From an optimization exercise on the open Yosys and OpenROAD flow, aimed at small area, a short achievable clock period and few clock cycles per item; shortcuts taken in it are not production practice. At most, simulation tests tie the RTL to the original design; equivalence was not proved. Power and IR drop assume default switching activity.

== the reference run ==
// serial_frame_to_omni_motor_drive
module serial_frame_to_omni_motor_drive
(
  input  logic                   clk,
  input  logic                   rst_n,
  input  logic                   in_valid,
  output logic                   in_ready,
  input  logic [7:0]             in_data,
  output logic                   out_valid,
  input  logic                   out_ready,
  output logic [1:0]             out_motor_index,
  output logic                   out_forward_pin,
  output logic                   out_reverse_pin,
  output logic [15:0]            out_duty,
  output logic                   out_status_led,
  output logic                   out_last,
  input  logic                   cfg_we,
  input  logic [1:0]             cfg_index,
  input  logic [15:0]            cfg_data
);
For scale: ~290 flip-flops, ~55 I/O pins, roughly 18000 sq um of cells after synthesis.
export LEC_CHECK = 0
export CAP_MARGIN = 20
export CORE_MARGIN = 2
export CORE_UTILIZATION = 40
export SETUP_SLACK_MARGIN = 4.0
export SLEW_MARGIN = 20
create_clock -name core_clock -period 7.0 [get_ports {clk}]
standard.sh (not shown) runs the stock make flow with config.mk's settings and CLKGATE_MAP_FILE= SYNTH_SCRIPT=/design/flow/synth_recipe.tcl, a recipe that flattens the netlist after the stock synthesis.
==> flow/flow/run.sh <==
#!/bin/bash
set -euo pipefail
bash standard.sh synth > synth.log 2>&1
bash standard.sh \
  "BUFFER_PORTS_ARGS=-buffer_cell sky130_fd_sc_hd__buf_2" \
  "CTS_ARGS=-sink_clustering_enable -repair_clock_nets -dont_use_dummy_load -buf_list {sky130_fd_sc_hd__clkbuf_4 sky130_fd_sc_hd__clkbuf_8} -sink_clustering_size 14 -sink_clustering_max_diameter 50" \
  finish > layout.log 2>&1
Testbench counts of the reference run, summed over its fixed seeds: cycles 3,184, frames 384.
For the trial run, these inputs were changed with respect to the reference run:
--- a/flow/design.v
+++ b/flow/design.v
@@ -138,13 +138,13 @@
   logic        a_fwd, a_rev;
   logic        x_v, x_ph;
   logic [28:0] x_r;
   logic        x_fwd, x_rev;
   logic        out_valid_r;
   logic [1:0]  o_idx;
-  logic        o_fwd, o_rev, o_led, o_last;
+  logic        o_fwd, o_rev, o_led;
   logic [15:0] o_duty;
   logic accept, end_acc, out_free, deliver, do_d1, x_free, do_c, do_a, do_b;
   logic do_mix, mix_last, judge;
   logic jp_nxt, cap_v_nxt, cap_g_nxt, m_v_nxt, m_ph_nxt, jposs_nxt;
   logic [1:0] mw_nxt;
   assign accept   = in_valid && in_ready_r;
@@ -177,22 +177,23 @@
   assign ka  = ks3 ^ kc3 ^ kc2;
   assign kb  = {((ks3 & kc3) | (ks3 & kc2) | (kc3 & kc2)), 1'b0};
   assign sm  = sa_r + sb_r;
   assign good = !slot_r[6][7] && (sm == slot_r[6][6:0]);
   logic signed [10:0] s4, s4n;
   logic signed [13:0] trow1, trow0, turn;
-  logic [1:0]  td1;
-  logic signed [2:0] td0;
+  logic        t8, t4, tp1, tm1, tm2;
   assign s4    = {3'({1'b0, slot_r[4][7:6]} - 3'd1), slot_r[4][5:0], 2'b01};
   assign s4n   = {3'({1'b0, ~slot_r[4][7:6]} - 3'd3), ~slot_r[4][5:0], 2'b11};
-  assign td1   = {1'b0, gain_r[2]} + {1'b0, gain_r[1]};
-  assign td0   = $signed({2'b00, gain_r[0]}) - $signed({1'b0, gain_r[1], 1'b0});
-  assign trow1 = (td1 == 2'd2) ? 14'(s4) <<< 3 : (td1 == 2'd1) ? 14'(s4) <<< 2 : 14'sd0;
-  assign trow0 = (td0 == 3'sd1)  ? 14'(s4)
-               : (td0 == -3'sd1) ? 14'(s4n)
-               : (td0 == -3'sd2) ? 14'(s4n) <<< 1 : 14'sd0;
+  assign t8    = gain_r[2] & gain_r[1];              
+  assign t4    = gain_r[2] ^ gain_r[1];              
+  assign tp1   = !gain_r[1] & gain_r[0];             
+  assign tm1   = gain_r[1] & gain_r[0];              
+  assign tm2   = gain_r[1] & !gain_r[0];             
+  assign trow1 = (t8 ? (14'(s4) <<< 3) : 14'sd0) | (t4 ? (14'(s4) <<< 2) : 14'sd0);
+  assign trow0 = (tp1 ? 14'(s4) : 14'sd0) | (tm1 ? 14'(s4n) : 14'sd0)
+               | (tm2 ? (14'(s4n) <<< 1) : 14'sd0);
   assign turn  = trow1 + trow0;
   logic signed [10:0] s2, s3;
   logic signed [13:0] v;
   assign s2 = {3'({1'b0, slot_r[2][7:6]} - 3'd1), slot_r[2][5:0], 2'b01};
   assign s3 = {3'({1'b0, slot_r[3][7:6]} - 3'd1), slot_r[3][5:0], 2'b01};
   assign v  = turn_r + 14'(op_r);
@@ -362,18 +363,17 @@
       x_r[19:0] <= part;
     end
     if (deliver) begin
       o_fwd  <= x_fwd;
       o_rev  <= x_rev;
       o_duty <= duty;
-      o_last <= (o_idx == 2'd2);
     end
   end
   assign in_ready        = in_ready_r;
   assign out_valid       = out_valid_r;
   assign out_motor_index = o_idx;
   assign out_forward_pin = o_fwd;
   assign out_reverse_pin = o_rev;
   assign out_duty        = o_duty;
   assign out_status_led  = o_led;
-  assign out_last        = o_last;
+  assign out_last        = (o_idx == 2'd3);
 endmodule
==> comparison <==
- The trial run went all the way through the flow, and no timing, DRC or antenna check failed.
- As far as end-of-flow core utilization is concerned, the reference run and the trial run perform about the same.
- Looking at multi-input combinational area share, the trial run sits 0.19 points lower than the reference run does.
- Changes observed in the trial run relative to the reference run: proportion of cell area spent on the clock network closely matched the old numbers; number of sequential cells in the layout decreased by about 0.35% relative to the old numbers.
- Post-layout minimum cycle time, the reference run and the trial run: smaller value in the reference run
- The trial run has detailed-route wire length below what the reference run had.
- The reference run → the trial run: non-clock buffer count +about 4%, die width now smaller, fraction of the mapped netlist area in adder cells rose by 0.26 points, worst slack after detailed placement rose 0.16 ns.
- According to the power report, total power for the trial run is lower than for the reference run.
- In the tables for the reference run and the trial run, depth of the critical timing path with buffers and inverters included reads lower with the reference run.
- The trial run — share of final-layout standard cells stronger than drive strength 1 0.32 points higher, the reference run as reference
Testbench counts of the trial run, summed over its fixed seeds: cycles 3,184, frames 384.


serial_frame_to_omni_motor_drive, a different RTL version from the one above (not shown whole).
Size: ~260 flip-flops, about 55 I/O pins, ~0.018 mm² of cells after synthesis.
==> module sfomd_duty, before the edit <==
module sfomd_duty
(
  input  logic [28:0] x,
  output logic [17:0] part    
);
  logic [7:0] a2, a1, a0;
  logic       sat;
  logic [8:0] u, u1, u2, l;
  logic [7:0] ts;
  logic [8:0] tc;
  logic [9:0] e1, e2;
  logic       ge1, ge2;
  assign a2  = x[23:16];
  assign a1  = x[15:8];
  assign a0  = x[7:0];
  assign sat = (x[28:24] != '0) || (a2 == 8'hff);
  assign u   = {1'b0, a2} + {1'b0, a1};
  assign u1  = u + 9'd1;
  assign u2  = u + 9'd2;
  assign ts  = a2 ^ a1 ^ a0;
  assign tc  = {((a2 & a1) | (a2 & a0) | (a1 & a0)), 1'b0};
  assign e1  = {2'b00, ts} + {1'b0, tc} + 10'd1;
  assign e2  = {2'b00, ts} + {1'b0, tc} + 10'd2;
  assign ge1 = e1[9] || e1[8];
  assign ge2 = e2[9];
  assign l    = ge2 ? u2 : (ge1 ? u1 : u);
  assign part = {sat, a2, l};
endmodule
clock: 7.0 ns
lec_check: 0
cap_margin: 20
core_margin: 2
core_utilization: 40
setup_slack_margin: 3.5
slew_margin: 20
run.sh (not shown) runs the stock make flow with config.mk's settings and CLKGATE_MAP_FILE= SYNTH_SCRIPT=/design/flow/synth_recipe.tcl, a recipe that flattens the netlist after the stock synthesis.
Stock flow here: none of the scripts above is used.
Then changed:
--- a/flow/design.v
+++ b/flow/design.v
@@ -59,27 +59,22 @@
   output logic [17:0] part    
 );
   logic [7:0] a2, a1, a0;
   logic       sat;
   logic [8:0] u, u1, u2, l;
-  logic [7:0] ts;
-  logic [8:0] tc;
-  logic [9:0] e1, e2;
+  logic [9:0] t;
   logic       ge1, ge2;
   assign a2  = x[23:16];
   assign a1  = x[15:8];
   assign a0  = x[7:0];
   assign sat = (x[28:24] != '0) || (a2 == 8'hff);
   assign u   = {1'b0, a2} + {1'b0, a1};
   assign u1  = u + 9'd1;
   assign u2  = u + 9'd2;
-  assign ts  = a2 ^ a1 ^ a0;
-  assign tc  = {((a2 & a1) | (a2 & a0) | (a1 & a0)), 1'b0};
-  assign e1  = {2'b00, ts} + {1'b0, tc} + 10'd1;
-  assign e2  = {2'b00, ts} + {1'b0, tc} + 10'd2;
-  assign ge1 = e1[9] || e1[8];
-  assign ge2 = e2[9];
+  assign t   = {2'b00, a2} + {2'b00, a1} + {2'b00, a0};
+  assign ge1 = (t >= 10'd255);
+  assign ge2 = (t >= 10'd510);
   assign l    = ge2 ? u2 : (ge1 ? u1 : u);
   assign part = {sat, a2, l};
 endmodule
 module sfomd_duty_fin
 (
=> The changed run produced a clean layout; setup slack is worse by 0.44 ns; global-route usage shrinks by 0.13 points; die area shrinks by about 2.2%; hold slack is worse by 0.0069 ns; first-iteration DRC count grows by about 50%; fmax shrinks by 11%; final area barely changes.
Function was not checked in any run of this note: the RTL went through the layout flow alone.


RTL: one of the versions met above, not the one the previous note started from.
Size: about 1,700 cells after synthesis, ~55 I/O pins, about 18,000 sq um of cells after synthesis.
// serial_frame_to_omni_motor_drive
module serial_frame_to_omni_motor_drive
(
  input  logic                   clk,
  input  logic                   rst_n,
  input  logic                   in_valid,
  output logic                   in_ready,
  input  logic [7:0]             in_data,
  output logic                   out_valid,
  input  logic                   out_ready,
  output logic [1:0]             out_motor_index,
  output logic                   out_forward_pin,
  output logic                   out_reverse_pin,
  output logic [15:0]            out_duty,
  output logic                   out_status_led,
  output logic                   out_last,
  input  logic                   cfg_we,
  input  logic [1:0]             cfg_index,
  input  logic [15:0]            cfg_data
);
  logic [15:0] period_r;
  logic [2:0]  gain_r;
  logic [7:0]  brake_r;
  logic [7:0]  slot_r [sfomd_pkg::FRAME_KEPT];
  logic [5:0]  pos_r;
  logic [6:0]  pos_inc;
  logic [6:0]  wsel_r;      
  logic [6:0]  sa_r, sb_r;  
  logic        in_ready_r;
  logic        jp_r;
  logic        cap_v;
  logic [1:0]  mw_r;
  logic signed [10:0] op_r, oth_r;
  logic signed [13:0] turn_r;
  logic        m_v, m_ph;
  logic signed [13:0] m_r;
  logic [2:0]  ctl_r [4];
  ...
Settings: LEC_CHECK=0, CAP_MARGIN=20, CORE_MARGIN=2, CORE_UTILIZATION=40, SETUP_SLACK_MARGIN=4.2, SLEW_MARGIN=20; clock period 7.0 ns.
standard.sh (not shown) runs the stock make flow with config.mk's settings and CLKGATE_MAP_FILE= SYNTH_SCRIPT=/design/flow/synth_recipe.tcl, a recipe that flattens the netlist after the stock synthesis.
Scripts as last shown in full above: flow/flow/run.sh
Testbench counts at the start, summed over its fixed seeds: cycles 3,184, frames 384.
Rerun with:
--- a/flow/design.v
+++ b/flow/design.v
@@ -126,12 +126,13 @@
   logic [6:0]  sa_r, sb_r;  
   logic        in_ready_r;
   logic        jp_r;
   logic        cap_v;
   logic [1:0]  mw_r;
   logic signed [10:0] op_r, oth_r;
+  logic        op_c, oth_c;
   logic signed [13:0] turn_r;
   logic        m_v, m_ph;
   logic signed [13:0] m_r;
   logic [2:0]  ctl_r [4];
   logic        acc_v;
   logic [28:0] acc_s, acc_c;
@@ -193,13 +194,15 @@
                | (tm2 ? (14'(s4n) <<< 1) : 14'sd0);
   assign turn  = trow1 + trow0;
   logic signed [10:0] s2, s3;
   logic signed [13:0] v;
   assign s2 = {3'({1'b0, slot_r[2][7:6]} - 3'd1), slot_r[2][5:0], 2'b01};
   assign s3 = {3'({1'b0, slot_r[3][7:6]} - 3'd1), slot_r[3][5:0], 2'b01};
-  assign v  = turn_r + 14'(op_r);
+  logic [14:0] vsum;
+  assign vsum = {turn_r, 1'b1} + {14'(op_r), op_c};
+  assign v    = vsum[14:1];
   logic [14:0] vx_mix, vx_m;
   logic [2:0]  ctl_mix [4];
   logic [2:0]  ctl_lo [3];
   logic [2:0]  ctl_hi [4];
   logic [2:0]  ctl_nxt [4];
   assign vx_mix = {v, 1'b0};
@@ -333,17 +336,21 @@
     if (accept) begin
       sa_r <= ka;
       sb_r <= kb;
     end
     if (judge) begin
       op_r   <= s2;
+      op_c   <= 1'b0;
       oth_r  <= s3;
+      oth_c  <= 1'b0;
       turn_r <= turn;
     end else if (do_mix) begin
       op_r   <= oth_r;
-      oth_r  <= -op_r;
+      op_c   <= oth_c;
+      oth_r  <= ~op_r;
+      oth_c  <= !op_c;
     end
     if (do_mix) begin
       m_r <= v;
     end
     for (int k = 0; k < 4; k++) ctl_r[k] <= ctl_nxt[k];
     if (do_a) brk_r <= brk;
The changed run finished clean.
Design area hardly moves.
Count of clock-buffer cells in the layout does not change.
Via count goes up by about 3%.
Die area goes up by about 0.9%.
Combinational power goes up by about 3%.
Synthesized cell count goes up by 1.7%.
Routed wire length goes up by about 1.3%.
Setup slack is worse by 0.073 ns.
Total power goes up by about 1.2%.
Testbench counts after the change, summed over its fixed seeds: cycles 3,184, frames 384.


serial_frame_to_omni_motor_drive, a different RTL version from the one above (not shown whole).
For scale: roughly 1700 cells after synthesis, ~290 flip-flops, ~0.018 mm^2 of cells after synthesis.
clock: 7.0 ns
lec_check: 0
cap_margin: 20
core_margin: 2
core_utilization: 40
cts_buf_list: sky130_fd_sc_hd__clkbuf_4 sky130_fd_sc_hd__clkbuf_8
setup_slack_margin: 3.5
slew_margin: 20
run.sh (not shown) runs the stock make flow with config.mk's settings and CLKGATE_MAP_FILE= SYNTH_SCRIPT=/design/flow/synth_recipe.tcl, a recipe that flattens the netlist after the stock synthesis.
Stock flow here: none of the scripts above is used.
Edit:
--- a/flow/design.v
+++ b/flow/design.v
@@ -142,21 +142,21 @@
   logic        out_valid_r;
   logic [1:0]  o_idx;
   logic        o_fwd, o_rev, o_led, o_last;
   logic [15:0] o_duty;
   logic accept, end_acc, out_free, deliver, do_d1, x_free, do_c, do_a, do_b;
   logic do_mix, mix_last, judge;
   logic jp_nxt, cap_v_nxt, cap_g_nxt, m_v_nxt, m_ph_nxt, jposs_nxt;
   logic [1:0] mw_nxt;
   assign accept   = in_valid && in_ready_r;
   assign end_acc  = accept && (in_data == sfomd_pkg::END_BYTE);
-  assign out_free = !out_valid_r || out_ready;
+  assign out_free = !out_valid_r;
   assign deliver  = x_v && x_ph && out_free;
   assign do_d1    = x_v && !x_ph;
   assign x_free   = !x_v || deliver;
   assign do_c     = acc_v && x_free;
   assign do_a     = m_v && !m_ph && (!acc_v || do_c);
   assign do_b     = m_v && m_ph;
   assign do_mix   = cap_v && (!m_v || do_b);
   assign mix_last = do_mix && (mw_r == 2'd3);
   assign judge    = jp_r && (!cap_v || mix_last);
   logic [6:0]  k0, k1, k2, k3, k4, k5;
@@ -192,30 +192,42 @@
                : (td0 == -3'sd2) ? 14'(s4n) <<< 1 : 14'sd0;
   assign turn  = trow1 + trow0;
   logic signed [10:0] s2, s3;
   logic signed [13:0] v;
   assign s2 = {3'({1'b0, slot_r[2][7:6]} - 3'd1), slot_r[2][5:0], 2'b01};
   assign s3 = {3'({1'b0, slot_r[3][7:6]} - 3'd1), slot_r[3][5:0], 2'b01};
   assign v  = turn_r + 14'(op_r);
   logic [14:0] vx_mix, vx_m;
   logic [2:0]  ctl_mix [4];
   logic [2:0]  ctl_lo [3];
+  logic [2:0]  ctl_hi [4];
+  logic [2:0]  ctl_nxt [4];
   assign vx_mix = {v, 1'b0};
   assign vx_m   = {m_r, 1'b0};
   for (genvar k = 0; k < 4; k++) begin : g_enc_hi
     sfomd_benc u_enc (.dg(vx_mix[2*(k+3) +: 3]), .s(v[13]), .ctl(ctl_mix[k]));
   end
   for (genvar k = 0; k < 3; k++) begin : g_enc_lo
     sfomd_benc u_enc (.dg(vx_m[2*k +: 3]), .s(m_r[13]), .ctl(ctl_lo[k]));
   end
+  for (genvar k = 0; k < 4; k++) begin : g_enc_hold
+    sfomd_benc u_enc (.dg(vx_m[2*(k+3) +: 3]), .s(m_r[13]), .ctl(ctl_hi[k]));
+  end
+  always_comb begin
+    for (int k = 0; k < 4; k++) begin
+      if (do_mix)        ctl_nxt[k] = ctl_mix[k];
+      else if (m_ph_nxt) ctl_nxt[k] = (k < 3) ? ctl_lo[k] : 3'b000;
+      else               ctl_nxt[k] = ctl_hi[k];
+    end
+  end
   logic [28:0] prod_s, prod_c;
-  logic        brk;
+  logic        brk, brk_r;
   sfomd_mul u_mul (
     .period (period_r),
     .ctl0   (ctl_r[0]),
     .ctl1   (ctl_r[1]),
     .ctl2   (ctl_r[2]),
     .ctl3   (ctl_r[3]),
     .ph     (m_ph),
     .acc_s  (acc_s),
     .acc_c  (acc_c),
     .sum_s  (prod_s),
@@ -318,32 +330,30 @@
     if (judge) begin
       op_r   <= s2;
       oth_r  <= s3;
       turn_r <= turn;
     end else if (do_mix) begin
       op_r   <= oth_r;
       oth_r  <= -op_r;
     end
     if (do_mix) begin
       m_r <= v;
-      for (int k = 0; k < 4; k++) ctl_r[k] <= ctl_mix[k];
-    end else if (do_a) begin
-      for (int k = 0; k < 3; k++) ctl_r[k] <= ctl_lo[k];
-      ctl_r[3] <= 3'b000;
     end
+    for (int k = 0; k < 4; k++) ctl_r[k] <= ctl_nxt[k];
+    if (do_a) brk_r <= brk;
     if (do_a || do_b) begin
       acc_s <= prod_s;
       acc_c <= prod_c;
     end
     if (do_b) begin
-      a_fwd <= brk || !m_r[13];
-      a_rev <= brk || m_r[13];
+      a_fwd <= brk_r || !m_r[13];
+      a_rev <= brk_r || m_r[13];
     end
     if (do_c) begin
       x_r   <= acc_s + acc_c;
       x_fwd <= a_fwd;
       x_rev <= a_rev;
     end else if (do_d1) begin
       x_r[19:0] <= part;
     end
     if (deliver) begin
       o_fwd  <= x_fwd;
Outcome: Clock skew came out lower by 0.014 ns. Routed wire length came out higher by 2.5%. Final cell count came out higher by 1.9%. Synthesized cell count came out higher by 2.9%. Power came out lower by 5.0%. Global-route usage hardly moves. Synthesized area came out higher by 1.2%. Count of clock-buffer cells in the layout came out higher by 3. Die area came out higher by 1.1%. Hold slack is better by 0.013 ns. Utilization is about the same.
Testbench counts after the change, summed over its fixed seeds: cycles 3,184, frames 384.
No functional check of the RTL was part of the first run of this note.

## re-timing with driven ports
The flow's constraints put no driver on any port. The routed layouts listed below were extracted and timed again, unchanged, in two steps. Step 1 assumes that a clkbuf_16 drives the clock port and a buf_2 every other input. Step 2 also shifts input and output timing later by t, the mid clock arrival at the registers, as if the neighbouring blocks saw the same clock. a / b / c = ideal ports / drivers / drivers and shift; a / b = the first two.
| run | t (ns) | setup WS [ns] | worst setup path after step 2 | worst slew at a driven data input, ns |
|---|---|---|---|---|
| the reference run | 0.614 | 4.124 / 4.124 / 3.750 | input to register | 0.12 |
| the trial run | 0.611 | 4.115 / 4.115 / 3.701 | input to register | 0.05 |
| the first run of note 2 | 0.624 | 3.410 / 3.410 / 3.077 | input to register | 0.05 |
| the second run of note 2 | 0.619 | 2.971 / 2.971 / 2.971 | register to register | 0.03 |
| the first run of note 3 | 0.618 | 4.211 / 4.211 / 3.772 | input to register | 0.04 |
| the second run of note 3 | 0.610 | 4.137 / 4.137 / 3.848 | input to register | 0.04 |
| the first run of note 4 | 0.686 | 3.631 / 3.631 / 3.132 | input to register | 0.04 |
| the second run of note 4 | 0.661 | 3.711 / 3.711 / 3.296 | input to register | 0.04 |
After both steps setup and hold are still met in every run listed. For the first run of note 4, which loses most, drivers alone change the setup slack by 0.000 ns; drivers and shift together by -0.499 ns.
